Background: an optimization exercise with open tools, aiming at small area and a short achievable clock period. Do not read the settings as production practice.
Where RTL was checked, it was by simulation tests only, not by an equivalence proof against the original.
Power figures rest on the tool's default switching activity, not on a simulated workload.

## store_buffer
module store_buffer #(
    parameter int sq_depth = 8
) (
    input  logic                            clk,
    input  logic                            rst,
    input  logic                            rob_flush,
    input  logic                            lsq_valid,
    input  logic                            lsq_ready,
    input  logic                            lsq_is_load,
    input  logic [lsu_pkg::xlen-1:0]        lsq_addr,
    input  logic [lsu_pkg::mask_bits-1:0]   lsq_mask,
    input  logic [lsu_pkg::xlen-1:0]        lsq_wdata,
    input  lsu_pkg::load_funct3_e           lsq_funct3,
    input  logic [lsu_pkg::rob_id_bits-1:0] lsq_rob_id,
    input  logic [lsu_pkg::pr_bits-1:0]     lsq_pr_dest,
    input  logic [lsu_pkg::rob_id_bits-1:0] rob_head_id,
    output logic                            lsq_dequeue,
    output logic [lsu_pkg::xlen-1:0]        dcache_addr,
    output logic [lsu_pkg::mask_bits-1:0]   dcache_rmask,
    output logic [lsu_pkg::mask_bits-1:0]   dcache_wmask,
    output logic [lsu_pkg::xlen-1:0]        dcache_wdata,
  ...
For scale: about 570 flip-flops, about 240 I/O pins.
export LEC_CHECK = 0
export CAP_MARGIN = 20
export CORE_MARGIN = 2
export CORE_UTILIZATION = 50
export CTS_BUF_LIST = sky130_fd_sc_hd__clkbuf_16
export CTS_CLUSTER_DIAMETER = 80
export CTS_CLUSTER_SIZE = 25
export PLACE_DENSITY = 0.6
export SETUP_SLACK_MARGIN = 5
export SLEW_MARGIN = 20
export SYNTH_HIERARCHICAL = 1
export TNS_END_PERCENT = 2
create_clock -name core_clock -period 10.0 [get_ports {clk}]
standard.sh (not shown) runs the stock make flow with config.mk's settings and CLKGATE_MAP_FILE= SYNTH_SCRIPT=/design/flow/synth_recipe.tcl, a recipe that flattens the netlist after the stock synthesis.
==> flow/flow/run.sh <==
#!/bin/bash
# Layout: the standard flow, with the port buffers made from the smallest
# buffer cell instead of the one buffer_ports picks by itself. Timing repair
# resizes the ones on critical paths later, as usual.
set -euo pipefail
export BUFFER_PORTS_ARGS="-buffer_cell sky130_fd_sc_hd__buf_1"
bash standard.sh synth > synth.log 2>&1
bash standard.sh > layout.log 2>&1
Next try:
==> flow/flow/run.sh (replaced) <==
#!/bin/bash
# Layout: the standard flow with two changes to how cells are picked.
#  - The port buffers use the smallest buffer cell instead of the one
#    buffer_ports picks by itself; timing repair resizes the critical ones.
#  - Slow wide OR/NOR cells (three or four series PMOS) are added to the
#    platform's don't-use list, so mapping and repair build the wide ORs of
#    the forwarding logic from NAND/AOI stages instead.
set -euo pipefail
export BUFFER_PORTS_ARGS="-buffer_cell sky130_fd_sc_hd__buf_1"
plat=$(make -s -C "$FLOW_HOME" DESIGN_CONFIG="$PWD/config.mk" WORK_HOME="$PWD/orfs" \
       print-DONT_USE_CELLS 2> print_dont_use.log | sed -n 's/^DONT_USE_CELLS: //p')
slow=""
for c in or3_1 or3_2 or3_4 or3b_1 or3b_2 or3b_4 or4_1 or4_2 or4_4 or4b_1 or4b_2 or4b_4 \
         or4bb_1 or4bb_2 or4bb_4 nor4_1 nor4_2 nor4_4 nor4b_1 nor4b_2 nor4b_4 nor4bb_1 \
         nor4bb_2 nor4bb_4 a2111o_1 a2111o_2 a2111o_4 a2111oi_0 a2111oi_1 a2111oi_2 \
         a2111oi_4 o2111a_1 o2111a_2 o2111a_4 o2111ai_1 o2111ai_2 o2111ai_4; do
  slow="$slow sky130_fd_sc_hd__$c"
done
echo "DONT_USE_CELLS=$plat$slow" > dont_use.txt
bash standard.sh "DONT_USE_CELLS=$plat$slow" synth > synth.log 2>&1
bash standard.sh "DONT_USE_CELLS=$plat$slow" finish > layout.log 2>&1
Settings changed: CORE_UTILIZATION 50 to 35, PLACE_DENSITY 0.6 to 0.5, SETUP_SLACK_MARGIN 5 to 3.2.
Die area came out higher by 40%. Global-route usage came out lower by 6.4 points. Final area came out lower by 0.97%. Routed wire length goes up by 10%.


== v26 ==
Another version of the RTL of store_buffer (not shown whole).
For scale: ~2200 cells after synthesis, about 580 flip-flops, ~240 I/O pins, ~28000 um2 of cells after synthesis.
clock: 10.0 ns
lec_check: 0
cap_margin: 20
core_margin: 2
core_utilization: 35
place_density: 0.5
setup_slack_margin: 0.2
slew_margin: 20
run.sh (not shown) runs the stock make flow with config.mk's settings and CLKGATE_MAP_FILE= SYNTH_SCRIPT=/design/flow/synth_recipe.tcl, a recipe that flattens the netlist after the stock synthesis.
Stock flow here: none of the scripts above is used.
> inputs changed (v26 -> v20)
Settings: changing SETUP_SLACK_MARGIN from 0.2 to 5.
--- outcome ---
The standard cells in v20 occupy more silicon area than those in v26 do. Critical-path cell with the highest stage delay = nor4_4: v20; critical-path cell with the highest stage delay = clkdlybuf4s50_1: v26. Changes observed in v20 relative to v26: utilization of the core after routing rose 4.6 points; sum of buffers and inverters on the critical path saw an increase; power share of the combinational group shows an increase of 1.4 points; area used by sequential logic in the layout flat. When v20 is measured against v26, its via count turns out about 4.3% higher.
> inputs changed (v20 -> v8)
Settings: putting CTS_BUF_LIST at sky130_fd_sc_hd__clkbuf_16 where nothing was set; putting CTS_CLUSTER_SIZE at 30 where nothing was set; putting CTS_CLUSTER_DIAMETER at 100 where nothing was set.
Findings:
Going from v20 to v8, count of cells along the worst register-to-register path has increased; overall power has decreased; worst-case headroom to the max-slew limit now sits higher; total number of H-tree levels dropped 2. Detail-routed via count per cell went up slightly going from v20 to v8. | non-clock buffer count | higher: v8 |. Insertion delay of the later-clocked pin in the worst-skew pair was lower in v20 than in v8. v8 finished every step from synthesis to the final layout, and the layout passed the timing, design-rule and antenna checks. Clock-buffer cell count | v8 below v20. Compared with v20, v8 shows a lower fraction of power consumed by the clock network.
### v8 -> v36
Settings: CTS_CLUSTER_SIZE removed (was 30); CTS_BUF_LIST changed from sky130_fd_sc_hd__clkbuf_16 to sky130_fd_sc_hd__clkbuf_4 sky130_fd_sc_hd__clkbuf_8; CTS_CLUSTER_DIAMETER removed (was 100).
Notes after the runs:
- From v8 to v36 the numbers moved as follows: layout buffer count excluding clock buffers went down by 1.2%; die area shows no meaningful change; total power went up 0.00083 W; clock buffer instance count of the final layout shows an increase of 106.


Another version of the RTL of store_buffer (not shown whole).
Size: about 1900 cells after synthesis, ~240 I/O pins, about 27000 um^2 of cells after synthesis.
==> flow/config.mk <==
export PLATFORM = sky130hd
export DESIGN_NAME = store_buffer
export DESIGN_NICKNAME = store_buffer
export VERILOG_FILES = /design/flow/design.v
export SDC_FILE = /design/flow/constraint.sdc
export NUM_CORES = 4
export LEC_CHECK = 0
export CAP_MARGIN = 20
export CORE_MARGIN = 2
export CORE_UTILIZATION = 35
export CTS_BUF_LIST = sky130_fd_sc_hd__clkbuf_16
export CTS_CLUSTER_DIAMETER = 80
export CTS_CLUSTER_SIZE = 25
export PLACE_DENSITY = 0.5
export SETUP_SLACK_MARGIN = 5
export SLEW_MARGIN = 20
export SYNTH_HIERARCHICAL = 1
export TNS_END_PERCENT = 2
==> flow/constraint.sdc <==
create_clock -name core_clock -period 10.0 [get_ports {clk}]
set_input_delay 2.0000 -clock core_clock [delete_from_list [all_inputs] [get_ports {clk}]]
set_output_delay 2.0000 -clock core_clock [all_outputs]
set_load 0.01 [all_outputs]
standard.sh (not shown) runs the stock make flow with config.mk's settings and CLKGATE_MAP_FILE= SYNTH_SCRIPT=/design/flow/synth_recipe.tcl, a recipe that flattens the netlist after the stock synthesis.
==> flow/flow/run.sh <==
#!/bin/bash
# Layout: the standard flow, with the port buffers made from the smallest
# buffer cell instead of the one buffer_ports picks by itself. Timing repair
# resizes the ones on critical paths later, as usual.
set -euo pipefail
export BUFFER_PORTS_ARGS="-buffer_cell sky130_fd_sc_hd__buf_1"
bash standard.sh synth > synth.log 2>&1
bash standard.sh > layout.log 2>&1
The starting point finished clean.
Change:
- SETUP_SLACK_MARGIN: 5 -> 3.5
After rerunning: The new run passed the timing, design-rule and antenna checks; worst setup slack improved by 49 ps; global-route usage stays the same; design area stays flat.
No run of this note included a check of the RTL's function; only the layout flow was run.

[re-timing with driven ports]
Ports are ideal in the flow. The routed layouts listed here were re-timed in OpenROAD.
Step 1 assumes that a clkbuf_16 drives the clock port and a buf_2 every other input.
Step 2, shift: input delay + t, output delay - t, t = (earliest + latest rising clock arrival at the registers) / 2. This alone moves slack from input paths to output paths.
Three values: ideal ports, drivers, drivers and shift; two values: the first two.
run	t (ns)	setup slack, ns	worst data-port slew with drivers (ns)
the first run of note 1	0.639	3.178 / 3.107 / 3.107	0.10
the second run of note 1	0.649	3.197 / 3.169 / 3.169	0.11
v26	0.682	0.509 / 0.485 / 0.485	0.11
v20	0.667	2.966 / 2.907 / 2.907	0.11
v8	0.689	3.034 / 2.961 / 2.961	0.14
v36	0.764	2.999 / 2.912 / 2.912	0.19
the first run of note 3	0.647	3.197 / 3.159 / 3.159	0.13
the second run of note 3	0.647	3.246 / 3.170 / 3.170	0.12
After both steps setup and hold are still met in every run listed. The setup slack of v36, which loses most, moves by -0.087 ns with the drivers and by -0.087 ns with both steps.
